What follows belongs to an exercise in optimizing a design on an open flow for small area; a production flow would make more cautious choices.
The RTL was checked by simulation tests, not by an equivalence proof against the original design.

--- flow/design.v ---
package aes_pkg;
    localparam int KEY_W  = 128;
    localparam int NUM_RK = 11;
    function automatic logic [7:0] rcon(input logic [3:0] step);
        logic [7:0] r;
        case (step)
            4'd0:    r = 8'h01;
            4'd1:    r = 8'h02;
            4'd2:    r = 8'h04;
            4'd3:    r = 8'h08;
            4'd4:    r = 8'h10;
            4'd5:    r = 8'h20;
            4'd6:    r = 8'h40;
            4'd7:    r = 8'h80;
            4'd8:    r = 8'h1b;
            4'd9:    r = 8'h36;
            default: r = 8'h00;
        endcase
        rcon = r;
    endfunction
endpackage
module aes_sbox (
    input  logic [7:0] x,
    output logic [7:0] y
);
    logic U0, U1, U2, U3, U4, U5, U6, U7;
    logic T1, T2, T3, T4, T5, T6, T7, T8, T9, T10, T11, T12, T13, T14;
    logic T15, T16, T17, T18, T19, T20, T21, T22, T23, T24, T25, T26, T27;
    logic M1, M2, M3, M4, M5, M6, M7, M8, M9, M10, M11, M12, M13, M14, M15;
    logic M16, M17, M18, M19, M20, M21, M22, M23, M24, M25, M26, M27, M28;
    logic M29, M30, M31, M32, M33, M34, M35, M36, M37, M38, M39, M40, M41;
    logic M42, M43, M44, M45, M46, M47, M48, M49, M50, M51, M52, M53, M54;
    logic M55, M56, M57, M58, M59, M60, M61, M62, M63;
    logic L0, L1, L2, L3, L4, L5, L6, L7, L8, L9, L10, L11, L12, L13, L14;
    logic L15, L16, L17, L18, L19, L20, L21, L22, L23, L24, L25, L26, L27;
    logic L28, L29;
    logic S0, S1, S2, S3, S4, S5, S6, S7;
    always_comb begin
        {U0, U1, U2, U3, U4, U5, U6, U7} = x;
        T1 = U0 ^ U3;
        T2 = U0 ^ U5;
        T3 = U0 ^ U6;
        T4 = U3 ^ U5;
        T5 = U4 ^ U6;
        T6 = T1 ^ T5;
        T7 = U1 ^ U2;
        T8 = U7 ^ T6;
        T9 = U7 ^ T7;
        T10 = T6 ^ T7;
        T11 = U1 ^ U5;
        T12 = U2 ^ U5;
        T13 = T3 ^ T4;
        T14 = T6 ^ T11;
        T15 = T5 ^ T11;
        T16 = T5 ^ T12;
        T17 = T9 ^ T16;
        T18 = U3 ^ U7;
        T19 = T7 ^ T18;
        T20 = T1 ^ T19;
        T21 = U6 ^ U7;
        T22 = T7 ^ T21;
        T23 = T2 ^ T22;
        T24 = T2 ^ T10;
        T25 = T20 ^ T17;
        T26 = T3 ^ T16;
        T27 = T1 ^ T12;
        M1 = T13 & T6;
        M2 = T23 & T8;
        M3 = T14 ^ M1;
        M4 = T19 & U7;
        M5 = M4 ^ M1;
        M6 = T3 & T16;
        M7 = T22 & T9;
        M8 = T26 ^ M6;
        M9 = T20 & T17;
        M10 = M9 ^ M6;
        M11 = T1 & T15;
        M12 = T4 & T27;
        M13 = M12 ^ M11;
        M14 = T2 & T10;
        M15 = M14 ^ M11;
        M16 = M3 ^ M2;
        M17 = M5 ^ T24;
        M18 = M8 ^ M7;
        M19 = M10 ^ M15;
        M20 = M16 ^ M13;
        M21 = M17 ^ M15;
        M22 = M18 ^ M13;
        M23 = M19 ^ T25;
        M24 = M22 ^ M23;
        M25 = M22 & M20;
        M26 = M21 ^ M25;
        M27 = M20 ^ M21;
        M28 = M23 ^ M25;
        M29 = M28 & M27;
        M30 = M26 & M24;
        M31 = M20 & M23;
        M32 = M27 & M31;
        M33 = M27 ^ M25;
        M34 = M21 & M22;
        M35 = M24 & M34;
        M36 = M24 ^ M25;
        M37 = M21 ^ M29;
        M38 = M32 ^ M33;
        M39 = M23 ^ M30;
        M40 = M35 ^ M36;
        M41 = M38 ^ M40;
        M42 = M37 ^ M39;
        M43 = M37 ^ M38;
        M44 = M39 ^ M40;
        M45 = M42 ^ M41;
        M46 = M44 & T6;
        M47 = M40 & T8;
        M48 = M39 & U7;
        M49 = M43 & T16;
        M50 = M38 & T9;
        M51 = M37 & T17;
        M52 = M42 & T15;
        M53 = M45 & T27;
        M54 = M41 & T10;
        M55 = M44 & T13;
        M56 = M40 & T23;
        M57 = M39 & T19;
        M58 = M43 & T3;
        M59 = M38 & T22;
        M60 = M37 & T20;
        M61 = M42 & T1;
        M62 = M45 & T4;
        M63 = M41 & T2;
        L0 = M61 ^ M62;
        L1 = M50 ^ M56;
        L2 = M46 ^ M48;
        L3 = M47 ^ M55;
        L4 = M54 ^ M58;
        L5 = M49 ^ M61;
        L6 = M62 ^ L5;
        L7 = M46 ^ L3;
        L8 = M51 ^ M59;
        L9 = M52 ^ M53;
        L10 = M53 ^ L4;
        L11 = M60 ^ L2;
        L12 = M48 ^ M51;
        L13 = M50 ^ L0;
        L14 = M52 ^ M61;
        L15 = M55 ^ L1;
        L16 = M56 ^ L0;
        L17 = M57 ^ L1;
        L18 = M58 ^ L8;
        L19 = M63 ^ L4;
        L20 = L0 ^ L1;
        L21 = L1 ^ L7;
        L22 = L3 ^ L12;
        L23 = L18 ^ L2;
        L24 = L15 ^ L9;
        L25 = L6 ^ L10;
        L26 = L7 ^ L9;
        L27 = L8 ^ L10;
        L28 = L11 ^ L14;
        L29 = L11 ^ L17;
        S0 = L6 ^ L24;
        S1 = ~(L16 ^ L26);
        S2 = ~(L19 ^ L28);
        S3 = L6 ^ L21;
        S4 = L20 ^ L22;
        S5 = L25 ^ L29;
        S6 = ~(L13 ^ L27);
        S7 = ~(L6 ^ L23);
        y = {S0, S1, S2, S3, S4, S5, S6, S7};
    end
endmodule
module roundKey (
    input  logic [aes_pkg::KEY_W-1:0] inputKey,
    input  logic [3:0]                count,
    output logic [aes_pkg::KEY_W-1:0] outputRoundKey
);
    logic [31:0] w0_s, w1_s, w2_s, w3_s;
    logic [31:0] sub_s, temp_s;
    logic [31:0] n0_s, n1_s, n2_s, n3_s;
    assign w0_s = inputKey[127:96];
    assign w1_s = inputKey[95:64];
    assign w2_s = inputKey[63:32];
    assign w3_s = inputKey[31:0];
    aes_sbox u_sb3 (.x(w3_s[23:16]), .y(sub_s[31:24]));
    aes_sbox u_sb2 (.x(w3_s[15:8]),  .y(sub_s[23:16]));
    aes_sbox u_sb1 (.x(w3_s[7:0]),   .y(sub_s[15:8]));
    aes_sbox u_sb0 (.x(w3_s[31:24]), .y(sub_s[7:0]));
    always_comb begin
        temp_s = sub_s ^ {aes_pkg::rcon(count), 24'h000000};
        n0_s   = w0_s ^ temp_s;
        n1_s   = w1_s ^ n0_s;
        n2_s   = w2_s ^ n1_s;
        n3_s   = w3_s ^ n2_s;
        outputRoundKey = {n0_s, n1_s, n2_s, n3_s};
    end
endmodule
module key_expansion_ctrl #(
    parameter int KEY_W      = 128,
    parameter int NUM_ROUNDS = 10
) (
    input  logic             clk,
    input  logic             n_rst,
    input  logic             start,
    input  logic [KEY_W-1:0] key_in,
    output logic             busy,
    output logic             done,
    input  logic [3:0]       rd_addr,
    output logic [KEY_W-1:0] rd_key
);
    logic         busy_q, done_q;
    logic [3:0]   n_q;               
    logic [1:0]   m_q;               
    logic [127:0] kr_q [0:2];        
    logic [31:0]  a1_q [0:2];        
    logic [31:0]  a2_q [0:2];        
    logic [31:0]  a3_q [0:1];        
    logic         h_q;               
    logic [127:0] rd_key_q;
    logic         load;              
    logic         last;              
    logic         stepping;          
    logic         use_step;          
    logic [3:0]   ra;                
    logic [1:0]   rg, rj;            
    logic         valid;
    logic [2:0]   sel;               
    logic [127:0] ke;
    logic [31:0]  x1, x2, x3;
    logic [31:0]  a_o, b_o, c_o, d_o;
    logic [127:0] key_s, step_s;
    logic [3:0]   rc_n;
    assign load     = start & ~busy_q;
    assign last     = done_q & (n_q == 4'd10);
    assign stepping = busy_q | last;
    assign use_step = (busy_q & (n_q != 4'd0)) | (last & (rd_addr == 4'd10));
    assign ra    = busy_q ? 4'd0 : rd_addr;
    assign rg    = ra[3:2];
    assign rj    = ra[1:0];
    assign valid = ~use_step & (ra <= 4'd10);
    always_comb begin
        case ({m_q, rg})
            4'b00_00, 4'b01_01, 4'b10_10: sel = 3'b001;
            4'b01_00, 4'b10_01, 4'b00_10: sel = 3'b010;
            4'b10_00, 4'b00_01, 4'b01_10: sel = 3'b100;
            default:                      sel = 3'b000;
        endcase
        if (!valid)
            sel = 3'b000;
    end
    always_comb begin
        ke = '0;
        x1 = '0;
        x2 = '0;
        x3 = '0;
        for (int i = 0; i < 3; i++) begin
            ke = ke | ({128{sel[i]}} & kr_q[i]);
            x1 = x1 | ({32{sel[i] & (rj != 2'd0)}} & a1_q[i]);
            x2 = x2 | ({32{sel[i] & rj[1]}} & a2_q[i]);
        end
        x3 = ({32{valid & (rj == 2'd3) & (rg == 2'd0) & ~h_q}} & a3_q[0])
           | ({32{valid & (rj == 2'd3) & (rg == 2'd0) &  h_q}} & a3_q[1])
           | ({32{valid & (rj == 2'd3) & (rg == 2'd1) &  h_q}} & a3_q[0])
           | ({32{valid & (rj == 2'd3) & (rg == 2'd1) & ~h_q}} & a3_q[1]);
    end
    always_comb begin
        case (rj)
            2'd0:    a_o = ke[127:96];
            2'd1:    a_o = x1;
            2'd2:    a_o = x2;
            default: a_o = x3;
        endcase
        b_o = ke[95:64] ^ x1 ^ x2 ^ x3;
        c_o = ke[63:32] ^ ({32{rj[0]}} & b_o) ^ x2;
        d_o = ke[31:0]  ^ ({32{rj[0]}} & c_o) ^ ({32{rj[1]}} & b_o) ^ x3;
        key_s = {a_o, b_o, c_o, d_o};
    end
    assign rc_n = n_q - 4'd1;
    roundKey u_round_key (
        .inputKey       (rd_key_q),
        .count          (rc_n),
        .outputRoundKey (step_s)
    );
    always_ff @(posedge clk or negedge n_rst) begin
        if (!n_rst) begin
            busy_q <= 1'b0;
            done_q <= 1'b0;
        end else if (load) begin
            busy_q <= 1'b1;
            done_q <= 1'b0;
        end else if (busy_q && n_q == 4'd9) begin
            busy_q <= 1'b0;
            done_q <= 1'b1;
        end
    end
    always_ff @(posedge clk) begin
        if (load) begin
            n_q <= 4'd0;
            m_q <= 2'd0;
            h_q <= 1'b0;
        end else begin
            h_q <= ~h_q;
            m_q <= (m_q == 2'd2) ? 2'd0 : m_q + 2'd1;
            if (n_q < 4'd11)
                n_q <= n_q + 4'd1;
        end
    end
    always_ff @(posedge clk) begin
        kr_q[0] <= load ? key_in : kr_q[2];
        kr_q[1] <= (stepping && (n_q == 4'd4 || n_q == 4'd8)) ? step_s : kr_q[0];
        kr_q[2] <= kr_q[1];
        a1_q[0] <= a1_q[2];
        a1_q[1] <= a1_q[0];
        a1_q[2] <= (stepping && (n_q == 4'd1 || n_q == 4'd5 || n_q == 4'd9))
                   ? step_s[127:96] : a1_q[1];
        a2_q[0] <= (stepping && (n_q == 4'd2 || n_q == 4'd6 || n_q == 4'd10))
                   ? step_s[127:96] : a2_q[2];
        a2_q[1] <= a2_q[0];
        a2_q[2] <= a2_q[1];
        a3_q[0] <= (stepping && n_q == 4'd3) ? step_s[127:96] : a3_q[1];
        a3_q[1] <= (stepping && n_q == 4'd7) ? step_s[127:96] : a3_q[0];
    end
    always_ff @(posedge clk) begin
        rd_key_q <= key_s | ({128{use_step}} & step_s);
    end
    assign busy   = busy_q;
    assign done   = done_q;
    assign rd_key = rd_key_q;
endmodule
--- flow/flow/run.sh ---
#!/bin/bash
# Own layout flow: the standard layout (standard.sh), with these changes:
#  - synthesis maps the logic with an area-oriented ABC script (synth_area.tcl, area.abc);
#    registers are untouched, so their names and cells are the standard synthesis's;
#  - port buffers use the smallest buffer cell;
#  - clock tree synthesis uses smaller clock buffers and no dummy loads.
# make's full output goes to make_flow.log here; ORFS keeps each step's log under orfs/logs.
set -euo pipefail
here=$(pwd)
export FLOW_ABC_SCRIPT=$here/flow/area.abc
export FLOW_STD_SYNTH=$here/synth_recipe.tcl
sed "s#SYNTH_SCRIPT=[^ ]*#SYNTH_SCRIPT=$here/flow/synth_area.tcl#" standard.sh > own_standard.sh
grep -q "SYNTH_SCRIPT=$here/flow/synth_area.tcl" own_standard.sh
bash own_standard.sh \
  "BUFFER_PORTS_ARGS=-buffer_cell sky130_fd_sc_hd__buf_1" \
  "CTS_ARGS=-sink_clustering_enable -repair_clock_nets -dont_use_dummy_load -buf_list sky130_fd_sc_hd__clkbuf_8 -sink_clustering_size 16 -sink_clustering_max_diameter 40" \
  finish > make_flow.log 2>&1
--- flow/flow/area.abc ---
&get -n
&st
&dch
&nf -R 1000
&put
--- flow/flow/synth_area.tcl ---
# Synthesis as synth_recipe.tcl (the standard synthesis), with one change: ABC maps the
# combinational logic for area (area.abc) instead of with ORFS's delay-oriented script.
# Registers are not touched by abc, so their names and cells stay those of the standard run.
proc abc {args} {
  set i [lsearch -exact $args -script]
  if { $i >= 0 } {
    lset args [expr { $i + 1 }] $::env(FLOW_ABC_SCRIPT)
  }
  yosys abc {*}$args
}
source $::env(FLOW_STD_SYNTH)
--- flow/standard.sh ---
#!/bin/bash
# synth_recipe.tcl (not shown) runs the flow's synth.tcl, then flattens the netlist and writes it again
# the make line also repeats each setting of config.mk as NAME=value (left out here)
make -C /OpenROAD-flow-scripts/flow DESIGN_CONFIG=/design/flow/config.mk WORK_HOME=/design/flow/orfs CLKGATE_MAP_FILE= SYNTH_SCRIPT=/design/flow/synth_recipe.tcl "${@:-finish}"
--- flow/config.mk ---
export PLATFORM = sky130hd
export DESIGN_NAME = key_expansion_ctrl
export DESIGN_NICKNAME = key_expansion_ctrl
export VERILOG_FILES = /design/flow/design.v
export SDC_FILE = /design/flow/constraint.sdc
export NUM_CORES = 4
export LEC_CHECK = 0
export CAP_MARGIN = 10
export CORE_MARGIN = 2
export CORE_UTILIZATION = 70
export GPL_TIMING_DRIVEN = 0
export SLEW_MARGIN = 10
--- flow/constraint.sdc ---
create_clock -name core_clock -period 10.0 [get_ports {clk}]
set_input_delay 2.0000 -clock core_clock [delete_from_list [all_inputs] [get_ports {clk}]]
set_output_delay 2.0000 -clock core_clock [all_outputs]
set_load 0.01 [all_outputs]
==> results.sh, run 1 <==
export IMPL_cts_resized=0
export IMPL_crit_required_ps=10540
export IMPL_io_pins=265
export IMPL_dr_first_iter_drc_count=2846
export IMPL_avgRoutedWirePerCell_um=20.83
export IMPL_ys_seq_elements=777
export IMPL_die_w_um=214.0
export IMPL_antenna_cells=0
export IMPL_drive_above_1_share=0.05280
export IMPL_rsz0062_at_grt="no"
export IMPL_grtUsageTotal=0.3851
export IMPL_synthCells=3325
export IMPL_io_buffers=264
export IMPL_dp_slack_ps=2646
export IMPL_synth_xor_area_frac=0.1909
export IMPL_syn_area_per_cell_um2=9.285
export IMPL_cts_buffers_inserted=84
export IMPL_syn_to_final_growth_pct=13.30
export IMPL_synth_most_common_cell="nand2_1"
export IMPL_clk_pin_slew_ps=90
export IMPL_fin_crit_ps=6791
export IMPL_critPathArrivalTime_ps=7330
export IMPL_clock_sinks=777
export IMPL_hold_ws_ps=296.8
export IMPL_cts_root_buf="clkbuf_8"
export IMPL_yosysWarningCount=7
export IMPL_cap_violations=0
export IMPL_path_class="reg -> reg"
export IMPL_cts_hold_buffers=0
export IMPL_setup_slack_ps=3209
export IMPL_synth_compound_area_frac=0.1504
export IMPL_postCtsSetupBuffers=0
export IMPL_synth_top_family_by_area="XOR/XNOR gates"
export IMPL_coreArea_um2=43270
export IMPL_cts_buffer_depth=3
export IMPL_min_period_over_period=0.6791
export IMPL_synth_edff_count=0
export IMPL_muxShareOfSynthArea=0.001378
export IMPL_synth_fa_ha_area_frac=0.006079
export IMPL_timing_slew_headroom=0.4159
export IMPL_max_clock_freq_mhz=147.3
export IMPL_synthArstFlopShare=0.002574
export IMPL_yosys_area_share_simple=0.1362
export IMPL_hold_violations=0
export IMPL_grt_max_degree=75
export IMPL_syn_area_um2=30870
export IMPL_finalSetupViolations=0
export IMPL_synth_area_leader_cell="dfxtp_1"
export IMPL_drv_slew=0
export IMPL_final_core_util=0.8084
export IMPL_hold_class="reg -> reg"
export IMPL_start_util=0.7136
export IMPL_fin_worst_skew_ps=77.75
export IMPL_synth_cell_types=36
export IMPL_rows=76
export IMPL_overflow=0
export IMPL_yosysTopAreaCellShare=0.5025
export IMPL_grt_first_pass_wirelength_um=141900
export IMPL_die_y_um=214.0
export IMPL_cts_tree="built"
export IMPL_worst_pin_slew_ps=874.0
export IMPL_critPathLaunchType="register"
export IMPL_viasPerCell=6.106
export IMPL_insertion_delay_ps=720
export IMPL_synthFlopType="dfxtp_1"
export IMPL_dp_hpwl_um=60820
export IMPL_fin_tns_setup_ps=0
export IMPL_cts_max_level=3
export IMPL_drtAntennaViolNets=0
export IMPL_drc=0
export IMPL_status="finished clean"
export IMPL_antenna_found_initial=0
export IMPL_syn_num_nets=3475
export IMPL_yosysSeqAreaShare=0.5042
export IMPL_wirelength_um=89920
export IMPL_grt_pass1_vias=26870
export IMPL_critPathCaptureType="register"
export IMPL_synthTopCellsByCount="nand2_1, dfxtp_1, xnor2_1, o21ai_0, nor2_1"
export IMPL_vias=26360
export IMPL_cp_max_fo=7
export IMPL_die_area_um2=45800
export IMPL_first_pass_iters=10
export IMPL_netlist_top_cells_area="dfxtp_1, xnor2_1, nand2_1, xor2_1, o21ai_0"
export IMPL_gp_congestion=0.8959
export IMPL_fillers=2859
export IMPL_final_nets=3883
## critical path: stages, from the launching register on
cell and delay [ps]:
dfxtp_1 640, xor2_1 390, xor2_1 450, nor2_1 120, xor2_1 170, xnor2_1 150
xnor2_1 370, clkinv_1 150, nor2_1 220, xnor2_1 160, mux2i_1 440, xnor2_1 260
xor2_1 240, nand2b_1 100, xnor2_1 520, xor2_1 460, xor2_1 150, xnor2_1 690
xor2_1 310, xor2_1 320, xor2_1 210, o21ai_0 110
## metal layers
layer | up-vias | global-route usage | wire length [um]
li1 | 12110 | - | -
met1 | 12470 | 0.4867 | 35060
met2 | 1424 | 0.6300 | 41170
met3 | 355 | 0.07660 | 9050
met4 | 0 | 0.1942 | 4634
met5 | - | 0 | 0
## through the flow
stage	cells	instance area (um^2)
4_1_cts	4316	34980
6_report	4316	34980
2_1_floorplan	3325	30930
3_5_place_dp	4232	33820
3_3_place_gp	4174	32650
5_1_grt	4316	34980
## flip-flops by register name, summed over array words and instances, names as in the netlist
register / cells
a2_q: 96
kr_q: 384
done_q: 1
h_q: 1
n_q: 4
a3_q: 64
rd_key_q: 128
busy_q: 1
a1_q: 96
m_q: 2
## cell usage in the layout (no fill, tap or decap), types with 12 or more instances in the layout
cell	instances
dfxtp_1	775
clkinv_1	25
nand2b_1	12
buf_4	34
clkbuf_8	84
xnor2_1	442
buf_1	264
nand2_1	780
a22oi_1	81
o21ai_0	391
a222oi_1	128
buf_12	21
buf_8	18
xor2_1	231
a21oi_1	56
nor2_1	238
ha_1	15
a22o_1	40
## cells by family (layout without fill, tap and decap cells)
| kind of cell | after synthesis | after routing |
|---|---|---|
| and+or+nand+nor | 1082 | 1082 |
| DFF | 777 | 777 |
| AOI/OAI and AO/OA | 717 | 717 |
| xor gates and xnor gates | 673 | 673 |
| adders and majority gates | 15 | 15 |
| buffers and inverters | 57 | 463 |
| muxes | 4 | 4 |
## layout make-up
class                   count  area (um^2)  area share
multi-input cells        2491        15120      0.4324
inverters                  25        93.84    0.002683
plain buffers              32        240.2    0.006868
well taps                 585        732.0     0.02093
flip-flops and latches    777        15560      0.4450
repair buffers            322         2067     0.05909
clock buffers              84         1156     0.03305
## worst paths after layout
| check | slack, ps | end | startpoint | cells after the start |
|---|---|---|---|---|
| max in group asynchronous | 8750 | done_q$_DFFE_PN0P_ | n_rst | 1 |
| hold reg to reg | 300 | a1_q[1][1]$_DFF_P_ | a1_q[0][1]$_DFF_P_ | 0 |
| min in group asynchronous | 1090 | busy_q$_DFFE_PN0P_ | n_rst | 1 |
| hold / removal | 300 | a1_q[1][1]$_DFF_P_ | a1_q[0][1]$_DFF_P_ | 0 |
| setup / recovery | 3210 | rd_key_q[2]$_DFF_P_ | rd_key_q[25]$_DFF_P_ | 21 |
| setup reg to reg | 3210 | rd_key_q[2]$_DFF_P_ | rd_key_q[25]$_DFF_P_ | 21 |
==> run 2, diff against run 1 <==
--- a/flow/flow/run.sh
+++ b/flow/flow/run.sh
@@ -13,5 +13,5 @@
 grep -q "SYNTH_SCRIPT=$here/flow/synth_area.tcl" own_standard.sh
 bash own_standard.sh \
   "BUFFER_PORTS_ARGS=-buffer_cell sky130_fd_sc_hd__buf_1" \
-  "CTS_ARGS=-sink_clustering_enable -repair_clock_nets -dont_use_dummy_load -buf_list sky130_fd_sc_hd__clkbuf_8 -sink_clustering_size 16 -sink_clustering_max_diameter 40" \
+  "CTS_ARGS=-sink_clustering_enable -repair_clock_nets -dont_use_dummy_load -buf_list sky130_fd_sc_hd__clkbuf_4 -sink_clustering_size 10 -sink_clustering_max_diameter 30" \
   finish > make_flow.log 2>&1
--- a/flow/config.mk
+++ b/flow/config.mk
@@ -5,8 +5,8 @@
 export SDC_FILE = /design/flow/constraint.sdc
 export NUM_CORES = 4
 export LEC_CHECK = 0
-export CAP_MARGIN = 10
+export CAP_MARGIN = 0
 export CORE_MARGIN = 2
 export CORE_UTILIZATION = 70
 export GPL_TIMING_DRIVEN = 0
-export SLEW_MARGIN = 10
+export SLEW_MARGIN = 0
==> run 2 against run 1 <==
Compared with the run above:
- non-clock buffer count down 5
- flip-flop and latch count unchanged
- global-route usage up 0.27 points
==> results.sh, run 2 <==
export IMPL_cts_buffer_depth=3
export IMPL_syn_area_um2=30870
export IMPL_muxShareOfSynthArea=0.001378
export IMPL_cts_max_level=4
export IMPL_cts_buffers_inserted=134
export IMPL_rows=76
export IMPL_syn_to_final_growth_pct=12.73
export IMPL_critPathCaptureType="register"
export IMPL_synth_fa_ha_area_frac=0.006079
export IMPL_synth_cell_types=36
export IMPL_cts_resized=0
export IMPL_synth_xor_area_frac=0.1909
export IMPL_finalInstanceArea_um2=34800
export IMPL_final_cell_mix="nand2_1, dfxtp_1, xnor2_1"
export IMPL_final_core_util=0.8044
export IMPL_fin_crit_ps=6823
export IMPL_overflow=0
export IMPL_drv_slew=0
export IMPL_avgRoutedWirePerCell_um=20.57
export IMPL_rsz0062_at_grt="no"
export IMPL_viasPerCell=6.094
export IMPL_largest_reg_flops=384
export IMPL_final_common_cell="nand2_1"
export IMPL_synth_edff_count=0
export IMPL_start_util=0.7136
export IMPL_insertion_delay_ps=1050
export IMPL_crit_chain="xor2_1, xor2_1, nor2_1, xor2_1, xnor2_1, xnor2_1, clkinv_1, nor2_1, xnor2_1, mux2i_1, xnor2_1, xor2_1, nand2b_1, xnor2_1, xor2_1, xor2_1, xnor2_1, xor2_1, xor2_1, xor2_1, o21ai_0"
export IMPL_timing_slew_headroom=0.08754
export IMPL_netlist_top_cells_area="dfxtp_1, xnor2_1, nand2_1, xor2_1, o21ai_0"
export IMPL_die_y_um=214.0
export IMPL_setup_slack_ps=3177
export IMPL_status="finished clean"
export IMPL_coreArea_um2=43270
export IMPL_dr_first_iter_drc_count=2924
export IMPL_cts_root_buf="clkbuf_4"
export IMPL_cp_common_cell="xor2_1"
export IMPL_cpMaxStageDelayCell="xnor2_1"
export IMPL_synthTopCellsByCount="nand2_1, dfxtp_1, xnor2_1, o21ai_0, nor2_1"
export IMPL_top_regs="kr_q (384), rd_key_q (128)"
export IMPL_dp_cells=4227
export IMPL_grt_first_pass_wirelength_um=141800
export IMPL_drc=0
export IMPL_wirelength_um=89880
export IMPL_postCtsSetupBuffers=0
export IMPL_cp_max_fo=7
export IMPL_die_w_um=214.0
export IMPL_gp_congestion=0.8959
export IMPL_drive_above_1_share=0.06409
export IMPL_synth_top_family_by_area="XOR/XNOR gates"
export IMPL_ys_seq_elements=777
export IMPL_critPathArrivalTime_ps=7720
export IMPL_synth_most_common_cell="nand2_1"
export IMPL_yosysWarningCount=7
export IMPL_place_area_um2=33780
export IMPL_fillers=2901
export IMPL_hold_class="reg -> reg"
export IMPL_cap_violations=0
export IMPL_synthFlopType="dfxtp_1"
export IMPL_synthCells=3325
export IMPL_critPathLaunchType="register"
export IMPL_clk_pin_slew_ps=80
export IMPL_io_pins=265
export IMPL_yosys_area_share_simple=0.1362
export IMPL_cts_hold_buffers=0
export IMPL_cts_tree="built"
export IMPL_synth_area_leader_cell="dfxtp_1"
export IMPL_clock_sinks=777
export IMPL_fin_cells=4369
export IMPL_max_clock_freq_mhz=146.6
export IMPL_min_period_over_period=0.6823
export IMPL_grtUsageTotal=0.3878
export IMPL_drtAntennaViolNets=0
export IMPL_dp_slack_ps=2818
export IMPL_worst_pin_slew_ps=1354
export IMPL_yosysTopAreaCellShare=0.5025
export IMPL_first_pass_iters=9
export IMPL_yosysSeqAreaShare=0.5042
export IMPL_antenna_found_initial=2
export IMPL_final_nets=3928
export IMPL_hold_violations=0
export IMPL_synth_compound_area_frac=0.1504
export IMPL_fin_worst_skew_ps=86.67
export IMPL_dp_hpwl_um=59830
export IMPL_path_class="reg -> reg"
export IMPL_top_register="kr_q"
export IMPL_vias=26620
export IMPL_syn_area_per_cell_um2=9.285
export IMPL_die_area_um2=45800
export IMPL_syn_num_nets=3475
export IMPL_grt_max_degree=82
export IMPL_grt_pass1_vias=27190
export IMPL_synthArstFlopShare=0.002574
export IMPL_finalSetupViolations=0
export IMPL_io_buffers=264
export IMPL_crit_required_ps=10900
export IMPL_cpPeakStageDelay_ps=690
[run 2: cell counts after synthesis]
Identical to the previous run, type by type.
[run 2: area by class of cell]
| class | instances | area [um^2] | share of cell area |
|---|---|---|---|
| timing repair buffer | 317 | 2021 | 0.05806 |
| clock buffer | 134 | 1006 | 0.02891 |
| multi-input combinational | 2491 | 15120 | 0.4346 |
| tap | 585 | 732.0 | 0.02103 |
| sequential | 777 | 15560 | 0.4472 |
| buffer | 32 | 240.2 | 0.006903 |
| antenna | 8 | 20.02 | 0.0005752 |
| inverter | 25 | 93.84 | 0.002696 |
[run 2: final timing paths]
check	startpoint	endpoint	slack, ps	cells after the start
max in group asynchronous	n_rst	done_q$_DFFE_PN0P_	9100	1
worst min register to register	a2_q[0][31]$_DFF_P_	a2_q[1][31]$_DFF_P_	290	0
worst max-delay path	rd_key_q[25]$_DFF_P_	kr_q[1][2]$_DFF_P_	3180	21
min in group asynchronous	n_rst	busy_q$_DFFE_PN0P_	750	1
worst min-delay path	a2_q[0][31]$_DFF_P_	a2_q[1][31]$_DFF_P_	290	0
worst max register to register	rd_key_q[25]$_DFF_P_	kr_q[1][2]$_DFF_P_	3180	21
[run 2: metal layers]
metal	GRT usage	vias up	wire, um	part of all wire
met1	0.4803	12620	35230	0.39
li1	-	12250	-	-
met2	0.6233	1393	41050	0.46
met5	0	-	0	0
met4	0.2196	0	4694	0.052
met3	0.09177	358	8908	0.099
[run 2: worst max-delay path, delay by kind of cell, from the launching register on]
kind | cells | cell delay, ps
flops | 1 | 660
mux | 1 | 430
buf+inv | 1 | 180
xor+xnor | 15 | 4820
simple gates | 3 | 460
compound gates | 1 | 100
[run 2: per-stage QoR]
stage | TNS [ps] | hold slack, ps
3_3_place_gp | -758200 | 332.9
6_report | 0 | 294.6
5_1_grt | 0 | 304.9
2_1_floorplan | 0 | 330.6
3_5_place_dp | 0 | 334.6
4_1_cts | 0 | 303.6
[run 2: cell families after synthesis]
kind of cell,after synthesis
AND/OR/NAND/NOR,1082
flip-flops,777
AO/OA/AOI/OAI,717
XOR/XNOR,673
buffers and inverters,57
adder cells (fa/ha/maj),15
multiplexers,4
==> run 3, diff against run 2 <==
--- a/flow/config.mk
+++ b/flow/config.mk
@@ -5,8 +5,8 @@
 export SDC_FILE = /design/flow/constraint.sdc
 export NUM_CORES = 4
 export LEC_CHECK = 0
-export CAP_MARGIN = 0
+export CAP_MARGIN = 10
 export CORE_MARGIN = 2
 export CORE_UTILIZATION = 70
 export GPL_TIMING_DRIVEN = 0
-export SLEW_MARGIN = 0
+export SLEW_MARGIN = 10
==> run 3 against run 2 <==
Compared with the run above:
- sequential share of layout area hardly changed
- area after synthesis unchanged
- global-route usage down 0.094 points
- core utilization up 0.066 points
- flip-flop and latch count unchanged
- critical path depth stayed put
- wire length fell by 0.43%
- hold slack got worse by 2.2 ps
==> results.sh, run 3 <==
export IMPL_status="finished clean"
export IMPL_cts_root_buf="clkbuf_4"
export IMPL_yosysWarningCount=7
export IMPL_min_period_over_period=0.6795
export IMPL_yosysSeqAreaShare=0.5042
export IMPL_grtUsageTotal=0.3869
export IMPL_vias=26510
export IMPL_multi_input_area_um2=15120
export IMPL_yosysTopAreaCellShare=0.5025
export IMPL_io_buffers=264
export IMPL_drv_slew=0
export IMPL_fin_worst_skew_ps=80.63
export IMPL_final_common_cell="nand2_1"
export IMPL_synth_cell_types=36
export IMPL_die_w_um=214.0
export IMPL_dp_cells=4232
export IMPL_fin_tns_setup_ps=0
export IMPL_dp_hpwl_um=60820
export IMPL_final_cell_mix="nand2_1, dfxtp_1, xnor2_1"
export IMPL_clk_pin_slew_ps=110
export IMPL_cts_buffer_depth=3
export IMPL_synth_top_family_by_area="XOR/XNOR gates"
export IMPL_postCtsSetupBuffers=0
export IMPL_syn_to_final_growth_pct=12.82
export IMPL_final_core_util=0.8050
export IMPL_coreArea_um2=43270
export IMPL_critPathArrivalTime_ps=7670
export IMPL_muxShareOfSynthArea=0.001378
export IMPL_viasPerCell=6.066
export IMPL_first_pass_iters=10
export IMPL_final_nets=3931
export IMPL_top_register="kr_q"
export IMPL_die_area_um2=45800
export IMPL_cts_hold_buffers=0
export IMPL_hold_class="reg -> reg"
export IMPL_synthCells=3325
export IMPL_rsz0062_at_grt="no"
export IMPL_insertion_delay_ps=1000
export IMPL_overflow=0
export IMPL_met2_usage=0.6272
export IMPL_rows=76
export IMPL_io_pins=265
export IMPL_avgRoutedWirePerCell_um=20.47
export IMPL_hold_violations=0
export IMPL_netlist_top_cells_area="dfxtp_1, xnor2_1, nand2_1, xor2_1, o21ai_0"
export IMPL_worst_pin_slew_ps=879.0
export IMPL_place_area_um2=33820
export IMPL_finalSetupViolations=0
export IMPL_synthFlopType="dfxtp_1"
export IMPL_grt_max_degree=75
export IMPL_cap_violations=0
export IMPL_grt_met3_usage=0.09631
export IMPL_timing_slew_headroom=0.4126
export IMPL_grt_first_pass_wirelength_um=141700
export IMPL_synth_edff_count=0
export IMPL_reg2reg_slack_ps=3210
export IMPL_largest_reg_flops=384
export IMPL_drive_above_1_share=0.06483
export IMPL_cts_resized=0
export IMPL_grt_use_met1=0.4783
export IMPL_dr_first_iter_drc_count=2803
export IMPL_die_y_um=214.0
export IMPL_drc=0
export IMPL_clock_sinks=777
export IMPL_synth_compound_area_frac=0.1504
export IMPL_synth_xor_area_frac=0.1909
export IMPL_syn_area_per_cell_um2=9.285
export IMPL_path_class="reg -> reg"
export IMPL_cts_max_level=4
export IMPL_syn_area_um2=30870
export IMPL_synth_most_common_cell="nand2_1"
export IMPL_cts_tree="built"
export IMPL_yosys_area_share_simple=0.1362
export IMPL_syn_num_nets=3475
export IMPL_grt_pass1_vias=27030
export IMPL_cts_buffers_inserted=132
export IMPL_synthArstFlopShare=0.002574
export IMPL_fin_crit_ps=6795
export IMPL_cp_max_fo=7
export IMPL_wirelength_um=89490
export IMPL_fin_cells=4371
export IMPL_grt_busiest_layer="met2"
export IMPL_area_sequential_um2=15560
export IMPL_crit_required_ps=10870
export IMPL_max_clock_freq_mhz=147.2
export IMPL_fillers=2891
export IMPL_synth_fa_ha_area_frac=0.006079
export IMPL_critPathCaptureType="register"
export IMPL_start_util=0.7136
export IMPL_gp_congestion=0.8959
export IMPL_finalInstanceArea_um2=34830
export IMPL_drtAntennaViolNets=0
export IMPL_top_regs="kr_q (384), rd_key_q (128)"
export IMPL_ys_seq_elements=777
export IMPL_synth_area_leader_cell="dfxtp_1"
export IMPL_antenna_found_initial=2
export IMPL_synthTopCellsByCount="nand2_1, dfxtp_1, xnor2_1, o21ai_0, nor2_1"
export IMPL_critPathLaunchType="register"
==> run 3: cell counts after synthesis <==
Identical to the previous run, type by type.
==> run 3: logic make-up after synthesis <==
group           count (synthesis)
simple gates                 1082
flops                         777
compound gates                717
xor+xnor                      673
buf+inv                        57
fa+ha+maj                      15
mux                             4
==> run 3: path summary, 6_finish.rpt <==
kind	depth (start not counted)	startpoint	end
worst max-delay path	21	rd_key_q[25]$_DFF_P_	kr_q[1][2]$_DFF_P_
worst min-delay path	0	a1_q[0][17]$_DFF_P_	a1_q[1][17]$_DFF_P_
worst max register to register	21	rd_key_q[25]$_DFF_P_	kr_q[1][2]$_DFF_P_
worst min register to register	0	a1_q[0][17]$_DFF_P_	a1_q[1][17]$_DFF_P_
max in group asynchronous	1	n_rst	done_q$_DFFE_PN0P_
min in group asynchronous	1	n_rst	busy_q$_DFFE_PN0P_
==> run 3: area by class of cell <==
class / count / area share
antenna: 7 / 0.0005029
buffer: 32 / 0.006897
inverter: 25 / 0.002694
multi-input combinational: 2491 / 0.4342
timing repair buffer: 322 / 0.05934
clock buffer: 132 / 0.02845
sequential: 777 / 0.4469
tap: 585 / 0.02101
==> run 3: per-layer routing <==
| metal | part of all wire | up-vias |
|---|---|---|
| met3 | 0.10 | 329 |
| met4 | 0.048 | 0 |
| met1 | 0.39 | 12530 |
| li1 | - | 12270 |
| met5 | 0 | - |
| met2 | 0.46 | 1386 |
==> run 3: critical path: stages, from the launching register on <==
cell	delay (ps)
dfxtp_1	630
xor2_1	390
xor2_1	450
nor2_1	120
xor2_1	170
xnor2_1	150
xnor2_1	370
clkinv_1	150
nor2_1	220
xnor2_1	160
mux2i_1	440
xnor2_1	260
xor2_1	240
nand2b_1	100
xnor2_1	530
xor2_1	460
xor2_1	150
xnor2_1	700
xor2_1	310
xor2_1	300
xor2_1	230
o21ai_0	130
==> run 3: through the flow <==
stage | worst slack, ps | hold slack, ps
CTS | 3344 | 294.4
finish | 3205 | 292.5
floorplan | 649.2 | 330.6
global route | 2605 | 293.5
global placement | -5912 | 332.9
detailed placement | 2646 | 334.6
==> run 4, diff against run 3 <==
==> flow/flow/area.abc (replaced) <==
&get -n
&st
&deepsyn -T 60
&dch
&nf -R 1000 -E 100 -p -C 32 -F 8 -A 4
&put
==> run 4 against run 3 <==
Compared with the run above:
- via count decreased by 6.4%
- area after synthesis shrank 1.5%
- synthesized cell count decreased by 13%
- clock skew grew 23 ps
- flip-flop and latch count is the same
- core utilization down 0.29 points
- first-iteration DRC count increased by 3.3%
- final cell count decreased by 9.7%
- count of clock-buffer cells in the layout is 2 higher
- hold slack lost 11 ps
- critical endpoint is now kr_q[1][15]$_DFF_P_
- largest cell class unchanged
==> results.sh, run 4 <==
export IMPL_status="finished clean"
export IMPL_hold_violations=0
export IMPL_synth_edff_count=0
export IMPL_worst_r2r_cell_count=21
export IMPL_cts_buffers_inserted=134
export IMPL_synthArstFlopShare=0.002574
export IMPL_clock_sinks=777
export IMPL_syn_to_final_growth_pct=13.35
export IMPL_synthTopCellsByCount="dfxtp_1, xor2_1, xnor2_1, o21ai_0, nand2_1"
export IMPL_hold_ws_ps=281.6
export IMPL_rsz0062_at_grt="no"
export IMPL_final_cell_mix="dfxtp_1, xor2_1, xnor2_1"
export IMPL_drive_above_1_share=0.07924
export IMPL_final_common_cell="dfxtp_1"
export IMPL_fin_crit_ps=6645
export IMPL_grt_max_degree=65
export IMPL_rr_startpoint="rd_key_q[1]$_DFF_P_"
export IMPL_cap_violations=0
export IMPL_drtAntennaViolNets=0
export IMPL_top_regs="kr_q (384), rd_key_q (128)"
export IMPL_wirelength_um=86680
export IMPL_rr_endpoint="kr_q[1][15]$_DFF_P_"
export IMPL_postCtsSetupBuffers=0
export IMPL_synth_cell_types=41
export IMPL_io_pins=265
export IMPL_yosysWarningCount=7
export IMPL_critPathCaptureType="register"
export IMPL_cts_hold_buffers=0
export IMPL_start_util=0.7077
export IMPL_netlist_top_cells_area="dfxtp_1, xor2_1, xnor2_1, a222oi_1, mux2_1"
export IMPL_reg2reg_slack_ps=3350
export IMPL_max_clock_freq_mhz=150.5
export IMPL_critPathArrivalTime_ps=7520
export IMPL_syn_area_per_cell_um2=10.56
export IMPL_rows=76
export IMPL_yosysSeqAreaShare=0.5117
export IMPL_whs_path_depth=0
export IMPL_dr_first_iter_drc_count=2895
export IMPL_critPathLaunchType="register"
export IMPL_drc=0
export IMPL_overflow=0
export IMPL_gp_congestion=0.8961
export IMPL_min_period_over_period=0.6645
export IMPL_yosysTopAreaCellShare=0.5101
export IMPL_cts_max_level=4
export IMPL_synthFlopType="dfxtp_1"
export IMPL_io_buffers=264
export IMPL_syn_num_nets=3031
export IMPL_die_y_um=212.5
export IMPL_fin_worst_skew_ps=103.6
export IMPL_viasPerCell=6.282
export IMPL_cts_resized=0
export IMPL_ys_seq_elements=777
export IMPL_syn_area_um2=30420
export IMPL_avgRoutedWirePerCell_um=21.96
export IMPL_cts_root_buf="clkbuf_4"
export IMPL_synthCells=2881
export IMPL_fin_tns_setup_ps=0
export IMPL_grt_first_pass_wirelength_um=134100
export IMPL_timing_slew_headroom=0.3178
export IMPL_first_pass_iters=8
export IMPL_top_register="kr_q"
export IMPL_cp_max_fo=7
export IMPL_cts_buffer_depth=3
export IMPL_hp_start="a1_q[0][4]$_DFF_P_"
export IMPL_hold_class="reg -> reg"
export IMPL_whs_endpoint="a1_q[1][4]$_DFF_P_"
export IMPL_crit_required_ps=10870
export IMPL_final_core_util=0.8021
export IMPL_antenna_found_initial=5
export IMPL_grt_pass1_vias=25340
export IMPL_synth_area_leader_cell="dfxtp_1"
export IMPL_finalSetupViolations=0
export IMPL_worst_pin_slew_ps=1023
export IMPL_grtUsageTotal=0.3827
export IMPL_dp_hpwl_um=59380
export IMPL_clk_pin_slew_ps=100
export IMPL_largest_reg_flops=384
export IMPL_synth_most_common_cell="dfxtp_1"
export IMPL_insertion_delay_ps=1050
export IMPL_final_nets=3509
export IMPL_die_w_um=212.5
export IMPL_path_class="reg -> reg"
export IMPL_cts_tree="built"
export IMPL_die_area_um2=45140
export IMPL_coreArea_um2=42980
export IMPL_drv_slew=0
export IMPL_vias=24800
## run 4: changes by cell type after synthesis, sizes merged, moves of 9 or more
| cell | before | now |
|---|---|---|
| a222oi | 128 | 192 |
| o221a | 0 | 26 |
| xnor2 | 442 | 326 |
| mux2 | 2 | 128 |
| o21ai | 392 | 283 |
| nand2 | 781 | 268 |
| xor2 | 231 | 339 |
| o221ai | 0 | 28 |
| clkinv | 25 | 16 |
| nand2b | 15 | 28 |
| nor2 | 241 | 216 |
| a22oi | 81 | 32 |
| a21oi | 57 | 106 |
| a22o | 40 | 2 |
## run 4: worst max-delay path by stage
stage / startpoint / cells after the start / end / slack (ps)
finish: rd_key_q[1]$_DFF_P_ / 21 / kr_q[1][15]$_DFF_P_ / 3350
global route: rd_key_q[1]$_DFF_P_ / 21 / kr_q[1][15]$_DFF_P_ / 2830
floorplan: rd_addr[0] / 14 / rd_key_q[10]$_DFF_P_ / 480
detailed placement: rd_addr[0] / 19 / rd_key_q[29]$_DFF_P_ / 2770
global placement: rd_addr[0] / 15 / rd_key_q[22]$_DFF_P_ / -6370
CTS: rd_key_q[1]$_DFF_P_ / 21 / kr_q[1][15]$_DFF_P_ / 3440
## run 4: through the flow
| step | setup slack (ps) | std cells | cell area, um^2 |
|---|---|---|---|
| floorplan | 478.7 | 2881 | 30470 |
| global placement | -6368 | 3730 | 32190 |
| detailed placement | 2771 | 3808 | 33460 |
| CTS | 3439 | 3942 | 34460 |
| global route | 2829 | 3945 | 34470 |
| finish | 3355 | 3948 | 34480 |
## run 4: logic make-up (layout without fill, tap and decap cells)
| group | after synthesis | after routing | synth area share |
|---|---|---|---|
| xor gates and xnor gates | 665 | 665 | 0.1915 |
| AOI/OAI and AO/OA | 690 | 690 | 0.1586 |
| and+or+nand+nor | 558 | 558 | 0.07474 |
| DFF | 777 | 777 | 0.5117 |
| other | 0 | 6 | 0 |
| muxes | 128 | 128 | 0.04739 |
| buffers and inverters | 48 | 524 | 0.009873 |
| adders and majority gates | 15 | 15 | 0.006170 |
## run 4: worst max-delay path, cell delays in order (launching register included)
cell,delay (ps)
dfxtp_1,680
xnor2_1,250
xnor2_1,430
xnor2_1,200
ha_1,190
xor2_1,310
xnor2_1,140
xnor2_1,310
clkinv_1,190
xnor2_1,220
a22o_1,210
xor2_1,350
xnor2_1,190
nor2_1,80
xnor2_1,570
xnor2_1,220
xor2_1,250
xnor2_1,680
xor2_1,320
xor2_1,310
xor2_1,230
o21ai_0,110
## run 4: cell type report
class,instances,area [um^2]
inverter,16,60.06
clock buffer,134,1006
multi-input combinational,2056,14670
tap,585,732.0
fill,2912,8504
antenna,6,15.01
buffer,32,240.2
sequential,777,15560
timing repair buffer,342,2188
## run 4: routing by layer
metal | global-route usage | vias up | wire length [um]
met5 | 0 | - | 8
met3 | 0.08493 | 280 | 8042
li1 | - | 11300 | -
met4 | 0.2112 | 2 | 4019
met1 | 0.4693 | 12010 | 33880
met2 | 0.6268 | 1213 | 40730
==> run 5, diff against run 4 <==
==> flow/flow/area.abc (replaced) <==
&get -n
&st
&dch
&nf -R 1000 -E 100 -p -C 32 -F 8 -A 4
&put
==> run 5 against run 4 <==
Compared with the run above:
- via count decreased by 1.2%
- critical endpoint is now rd_key_q[2]$_DFF_P_
- still clean on timing, DRC and antenna
- fmax decreased by 12%
- highest routed layer is now met4
- non-clock buffer count decreased by 22
==> results.sh, run 5 <==
export IMPL_io_pins=265
export IMPL_hold_ws_ps=280.7
export IMPL_rsz0062_at_grt="no"
export IMPL_die_area_um2=45240
export IMPL_syn_area_per_cell_um2=10.42
export IMPL_start_util=0.7078
export IMPL_min_period_over_period=0.7566
export IMPL_final_core_util=0.7966
export IMPL_viasPerCell=6.168
export IMPL_cp_max_fo=32
export IMPL_synth_area_leader_cell="dfxtp_1"
export IMPL_synthTopCellsByCount="dfxtp_1, xnor2_1, xor2_1, nor2_1, o21ai_0"
export IMPL_drc=0
export IMPL_rr_startpoint="busy_q$_DFFE_PN0P_"
export IMPL_dr_first_iter_drc_count=2604
export IMPL_cts_max_level=4
export IMPL_clk_pin_slew_ps=100
export IMPL_rr_endpoint="rd_key_q[2]$_DFF_P_"
export IMPL_drive_above_1_share=0.07194
export IMPL_synth_edff_count=0
export IMPL_critPathArrivalTime_ps=8420
export IMPL_worst_r2r_cell_count=19
export IMPL_dp_hpwl_um=57570
export IMPL_cap_violations=0
export IMPL_io_buffers=264
export IMPL_yosysTopAreaCellShare=0.5089
export IMPL_postCtsSetupBuffers=0
export IMPL_synthCells=2926
export IMPL_yosysWarningCount=7
export IMPL_path_class="in -> reg"
export IMPL_crit_family="simple AND/OR/NAND/NOR gates"
export IMPL_gp_congestion=0.8661
export IMPL_cp_depth=20
export IMPL_whs_path_depth=0
export IMPL_cp_num_buf_inv=5
export IMPL_drtAntennaViolNets=0
export IMPL_grtUsageTotal=0.3729
export IMPL_reg2reg_slack_ps=3140
export IMPL_avgRoutedWirePerCell_um=21.34
export IMPL_cts_resized=0
export IMPL_synth_most_common_cell="dfxtp_1"
export IMPL_die_w_um=212.7
export IMPL_rows=76
export IMPL_whs_endpoint="a1_q[1][4]$_DFF_P_"
export IMPL_synthArstFlopShare=0.002574
export IMPL_syn_area_um2=30490
export IMPL_clock_sinks=777
export IMPL_syn_num_nets=3076
export IMPL_critPathCaptureType="register"
export IMPL_fin_worst_skew_ps=84.62
export IMPL_cts_hold_buffers=0
export IMPL_cts_root_buf="clkbuf_4"
export IMPL_ys_seq_elements=777
export IMPL_antenna_found_initial=4
export IMPL_synthFlopType="dfxtp_1"
export IMPL_cts_buffers_inserted=132
export IMPL_dp_slack_ps=1610
export IMPL_grt_pass1_vias=24740
export IMPL_status="finished clean"
export IMPL_yosysSeqAreaShare=0.5105
export IMPL_cp_common_cell="xnor2_1"
export IMPL_insertion_delay_ps=1010
export IMPL_crit_chain="buf_1, nor2b_4, buf_12, nand2_2, buf_16, a21oi_1, o21ai_0, a211oi_4, buf_8, buf_8, and2_2, a222oi_1, xor2_1, xnor2_1, xor2_1, nor2_1, xnor2_1, nor2_1, xnor2_1, o21ai_0"
export IMPL_netlist_top_cells_area="dfxtp_1, xnor2_1, xor2_1, a222oi_1, mux2_1"
export IMPL_setup_slack_ps=2434
export IMPL_crit_required_ps=10850
export IMPL_final_nets=3530
export IMPL_drv_slew=0
export IMPL_synth_cell_types=34
export IMPL_first_pass_iters=11
export IMPL_overflow=0
export IMPL_vias=24490
export IMPL_syn_to_final_growth_pct=12.55
export IMPL_cpMaxStageDelayCell="and2_2"
export IMPL_die_y_um=212.7
export IMPL_hold_class="reg -> reg"
export IMPL_hp_start="a1_q[0][4]$_DFF_P_"
export IMPL_critPathLaunchType="input pin"
export IMPL_cpPeakStageDelay_ps=940
export IMPL_grt_first_pass_wirelength_um=131200
export IMPL_top_register="kr_q"
export IMPL_timing_slew_headroom=0.1949
export IMPL_top_regs="kr_q (384), rd_key_q (128)"
export IMPL_grt_max_degree=77
export IMPL_worst_pin_slew_ps=1208
export IMPL_fin_crit_ps=7566
export IMPL_fin_tns_setup_ps=0
export IMPL_coreArea_um2=43080
export IMPL_largest_reg_flops=384
export IMPL_cts_buffer_depth=3
export IMPL_max_clock_freq_mhz=132.2
export IMPL_hold_violations=0
export IMPL_wirelength_um=84740
export IMPL_final_common_cell="dfxtp_1"
export IMPL_final_cell_mix="dfxtp_1, xnor2_1, xor2_1"
export IMPL_finalSetupViolations=0
export IMPL_cts_tree="built"
[run 5: cell count changes after synthesis, sizes merged, moves of 6 or more]
cell / before / now
o221ai: 28 / 1
xnor2: 326 / 359
o211ai: 1 / 31
o21ai: 283 / 272
o221a: 26 / 0
o22ai: 4 / 32
clkinv: 16 / 8
xor2: 339 / 319
nor2: 216 / 282
nand2: 268 / 243
a21oi: 106 / 112
[run 5: final cells by class]
class | instances | area (um^2)
plain buffers | 32 | 240.2
repair buffers | 320 | 1954
clock buffers | 132 | 991.0
well taps | 585 | 732.0
flip-flops and latches | 777 | 15560
diodes | 8 | 20.02
multi-input cells | 2109 | 14780
inverters | 8 | 30.03
fillers | 2906 | 8761
[run 5: cell families (layout without fill, tap and decap cells)]
| logic type | Yosys count | count (layout) | share of synthesized area |
|---|---|---|---|
| compound gates | 683 | 683 | 0.1512 |
| buf+inv | 40 | 492 | 0.008864 |
| xor+xnor | 678 | 678 | 0.1948 |
| mux | 131 | 131 | 0.04834 |
| other cells | 0 | 8 | 0 |
| flops | 777 | 777 | 0.5105 |
| simple gates | 602 | 602 | 0.08015 |
| fa+ha+maj | 15 | 15 | 0.006156 |
[run 5: worst max-delay path by stage]
stage                    start  slack, ps                   end
detailed placement  rd_addr[1]       1610   rd_key_q[1]$_DFF_P_
CTS                 rd_addr[1]       2600   rd_key_q[1]$_DFF_P_
finish              rd_addr[1]       2430   rd_key_q[2]$_DFF_P_
global placement    rd_addr[1]      -8620  rd_key_q[12]$_DFF_P_
global route        rd_addr[1]       2230  rd_key_q[10]$_DFF_P_
floorplan           rd_addr[1]       -450  rd_key_q[10]$_DFF_P_
[run 5: through the flow]
step / instances / cell area (um^2)
after floorplan: 2926 / 30560
after global placement: 3775 / 32280
after detailed placement: 3831 / 33300
after CTS: 3963 / 34300
after global routing: 3969 / 34310
final: 3971 / 34320
[run 5: metal layers]
metal,global-route usage,wire length (um),vias to the layer above,part of all wire
li1,-,-,11310,-
met2,0.6219,39660,1181,0.47
met1,0.4544,33520,11730,0.40
met4,0.1980,4009,0,0.047
met3,0.07825,7550,270,0.089
met5,0,0,-,0
==> run 6, diff against run 5 <==
--- a/flow/config.mk
+++ b/flow/config.mk
@@ -7,6 +7,6 @@
 export LEC_CHECK = 0
 export CAP_MARGIN = 10
 export CORE_MARGIN = 2
-export CORE_UTILIZATION = 70
+export CORE_UTILIZATION = 60
 export GPL_TIMING_DRIVEN = 0
 export SLEW_MARGIN = 10
==> run 6 against run 5 <==
Compared with the run above:
- sequential share of layout area shrank 0.48 points
- hold slack gained 4.9 ps
- non-clock buffer count grew 7
- via count is 1.8% lower
- flip-flop and latch count unchanged
- count of clock-buffer cells in the layout up 11
- core utilization down 11 points
- wire length rose by 0.52%
- fmax grew 0.77%
- die area rose by 16%
- critical path type unchanged
- largest cell class unchanged
==> results.sh, run 6 <==
export IMPL_cts_tree="built"
export IMPL_crit_family="simple AND/OR/NAND/NOR gates"
export IMPL_cts_resized=0
export IMPL_final_cell_mix="dfxtp_1, xnor2_1, xor2_1"
export IMPL_drive_above_1_share=0.07686
export IMPL_fin_crit_ps=7508
export IMPL_insertion_delay_ps=1020
export IMPL_whs_path_depth=0
export IMPL_overflow=0
export IMPL_yosysWarningCount=7
export IMPL_synth_edff_count=0
export IMPL_clk_pin_slew_ps=100
export IMPL_syn_area_um2=30490
export IMPL_status="finished clean"
export IMPL_cts_buffers_inserted=143
export IMPL_start_util=0.6077
export IMPL_synthCells=2926
export IMPL_grt_max_degree=75
export IMPL_drv_slew=0
export IMPL_crit_end="rd_key_q[18]$_DFF_P_"
export IMPL_grtUsageTotal=0.3218
export IMPL_fin_worst_skew_ps=123.8
export IMPL_cpMaxStageDelayCell="and2_2"
export IMPL_die_w_um=229.4
export IMPL_cap_violations=0
export IMPL_timing_critical_path_from="rd_addr[1]"
export IMPL_drc=0
export IMPL_postCtsSetupBuffers=0
export IMPL_synthTopCellsByCount="dfxtp_1, xnor2_1, xor2_1, nor2_1, o21ai_0"
export IMPL_wirelength_um=85180
export IMPL_dp_hpwl_um=58600
export IMPL_cp_depth=20
export IMPL_clock_sinks=777
export IMPL_synthFlopType="dfxtp_1"
export IMPL_viasPerCell=5.907
export IMPL_syn_area_per_cell_um2=10.42
export IMPL_max_clock_freq_mhz=133.2
export IMPL_hold_class="reg -> reg"
export IMPL_rsz0062_at_grt="no"
export IMPL_synth_cell_types=34
export IMPL_fin_tns_setup_ps=0
export IMPL_coreArea_um2=50170
export IMPL_vias=24060
export IMPL_antenna_found_initial=4
export IMPL_crit_chain="buf_1, nor2b_4, buf_12, nand2_2, buf_12, a21oi_1, o21ai_0, a211oi_4, buf_6, buf_8, and2_2, a222oi_1, xor2_1, xnor2_1, xor2_1, nor2_1, xnor2_1, nor2_1, xnor2_1, o21ai_0"
export IMPL_critPathLaunchType="input pin"
export IMPL_worst_r2r_cell_count=20
export IMPL_yosysTopAreaCellShare=0.5089
export IMPL_yosysSeqAreaShare=0.5105
export IMPL_cp_max_fo=32
export IMPL_top_regs="kr_q (384), rd_key_q (128)"
export IMPL_final_nets=3548
export IMPL_critPathArrivalTime_ps=8320
export IMPL_top_register="kr_q"
export IMPL_die_area_um2=52630
export IMPL_min_period_over_period=0.7508
export IMPL_final_common_cell="dfxtp_1"
export IMPL_synthArstFlopShare=0.002574
export IMPL_critPathCaptureType="register"
export IMPL_syn_num_nets=3076
export IMPL_die_y_um=229.4
export IMPL_grt_first_pass_wirelength_um=133600
export IMPL_fillers=3995
export IMPL_rr_endpoint="kr_q[1][10]$_DFF_P_"
export IMPL_io_pins=265
export IMPL_rows=82
export IMPL_ys_seq_elements=777
export IMPL_largest_reg_flops=384
export IMPL_cp_common_cell="xnor2_1"
export IMPL_cts_buffer_depth=3
export IMPL_reg2reg_slack_ps=3210
export IMPL_worst_pin_slew_ps=1266
export IMPL_hold_violations=0
export IMPL_cp_num_buf_inv=5
export IMPL_io_buffers=264
export IMPL_synth_most_common_cell="dfxtp_1"
export IMPL_gp_congestion=0.8855
export IMPL_netlist_top_cells_area="dfxtp_1, xnor2_1, xor2_1, a222oi_1, mux2_1"
export IMPL_grt_pass1_vias=24540
export IMPL_first_pass_iters=8
export IMPL_syn_to_final_growth_pct=13.77
export IMPL_timing_slew_headroom=0.1563
export IMPL_rr_startpoint="rd_key_q[1]$_DFF_P_"
export IMPL_cpPeakStageDelay_ps=910
export IMPL_dr_first_iter_drc_count=2218
export IMPL_finalSetupViolations=0
export IMPL_crit_required_ps=10810
export IMPL_cts_max_level=4
export IMPL_cts_hold_buffers=0
export IMPL_drtAntennaViolNets=0
export IMPL_cts_root_buf="clkbuf_4"
export IMPL_synth_area_leader_cell="dfxtp_1"
export IMPL_avgRoutedWirePerCell_um=20.91
export IMPL_path_class="in -> reg"
==> run 6: worst min path at each step <==
stage / start / to / slack [ps]
global placement: kr_q[1][8]$_DFF_P_ / kr_q[2][8]$_DFF_P_ / 330
floorplan: a1_q[2][0]$_DFF_P_ / a1_q[0][0]$_DFF_P_ / 330
detailed placement: a1_q[2][26]$_DFF_P_ / a1_q[0][26]$_DFF_P_ / 340
CTS: a2_q[0][14]$_DFF_P_ / a2_q[1][14]$_DFF_P_ / 290
global route: a2_q[0][14]$_DFF_P_ / a2_q[1][14]$_DFF_P_ / 300
finish: a2_q[0][14]$_DFF_P_ / a2_q[1][14]$_DFF_P_ / 290
==> run 6: cell type report <==
class,count,area (um^2),share of cell area
Antenna cell,5,12.51,0.0003607
Buffer,32,240.2,0.006926
Clock buffer,143,1074,0.03095
Inverter,8,30.03,0.0008657
Multi-Input combinational cell,2109,14780,0.4262
Sequential cell,777,15560,0.4487
Tap cell,672,840.8,0.02424
Timing Repair Buffer,327,2141,0.06172
==> run 6: kinds of logic (layout without fill, tap and decap cells) <==
| family | count (synthesis) | after routing | synth area share |
|---|---|---|---|
| flops | 777 | 777 | 0.5105 |
| compound gates | 683 | 683 | 0.1512 |
| xor+xnor | 678 | 678 | 0.1948 |
| simple gates | 602 | 602 | 0.08015 |
| mux | 131 | 131 | 0.04834 |
| buf+inv | 40 | 510 | 0.008864 |
| fa+ha+maj | 15 | 15 | 0.006156 |
| other cells | 0 | 5 | 0 |
==> run 6: stage by stage <==
step | utilization | instance area, um^2 | worst slack (ps) | hold WS [ps] | instances
floorplan | - | 30560 | -454.8 | 329.8 | 2926
global placement | 0.6456 | 32390 | -9526 | 332.4 | 3862
detailed placement | 0.6697 | 33600 | 1591 | 335.5 | 3925
CTS | 0.6911 | 34670 | 2661 | 285.6 | 4068
global route | 0.6914 | 34690 | 2279 | 298.9 | 4073
finish | 0.6914 | 34690 | 2492 | 285.6 | 4073
==> run 6: metal layers <==
metal,part of all wire,wire length (um),GRT usage,up-vias
met2,0.47,40450,0.5380,831
met3,0.068,5756,0.06885,195
li1,-,-,-,11370
met5,0.00012,10,0,-
met4,0.034,2896,0.1347,2
met1,0.42,36060,0.4027,11660

==> what the ideal ports hide <==
Ports are ideal in the flow. The routed layouts listed here were re-timed in OpenROAD. Step 1 sets driving cells, clkbuf_16 on the clock port and buf_2 on the other inputs (assumed; they add their load-dependent delay and slew). Step 2 times the ports against the registers' clock, not the clock port: input delays grow and output delays shrink by t, the midpoint of the rising clock arrivals with the driver on. Three values: no drivers, after step 1, after step 2; two values: the first two.
run	t (ns)	slack for setup (ns)	worst data-port slew with drivers (ns)
run 1	0.740	3.209 / 3.209 / 2.692	0.06
run 2	1.071	3.177 / 3.177 / 2.496	0.05
run 3	1.027	3.205 / 3.205 / 2.685	0.06
run 4	1.056	3.355 / 3.355 / 2.496	0.10
run 5	1.020	2.434 / 2.460 / 1.440	0.11
run 6	1.019	2.492 / 2.502 / 1.483	0.11
After both steps setup and hold are still met in every run listed. The setup slack of run 6, which loses most, moves by +0.010 ns with the drivers and by -1.009 ns with both steps.
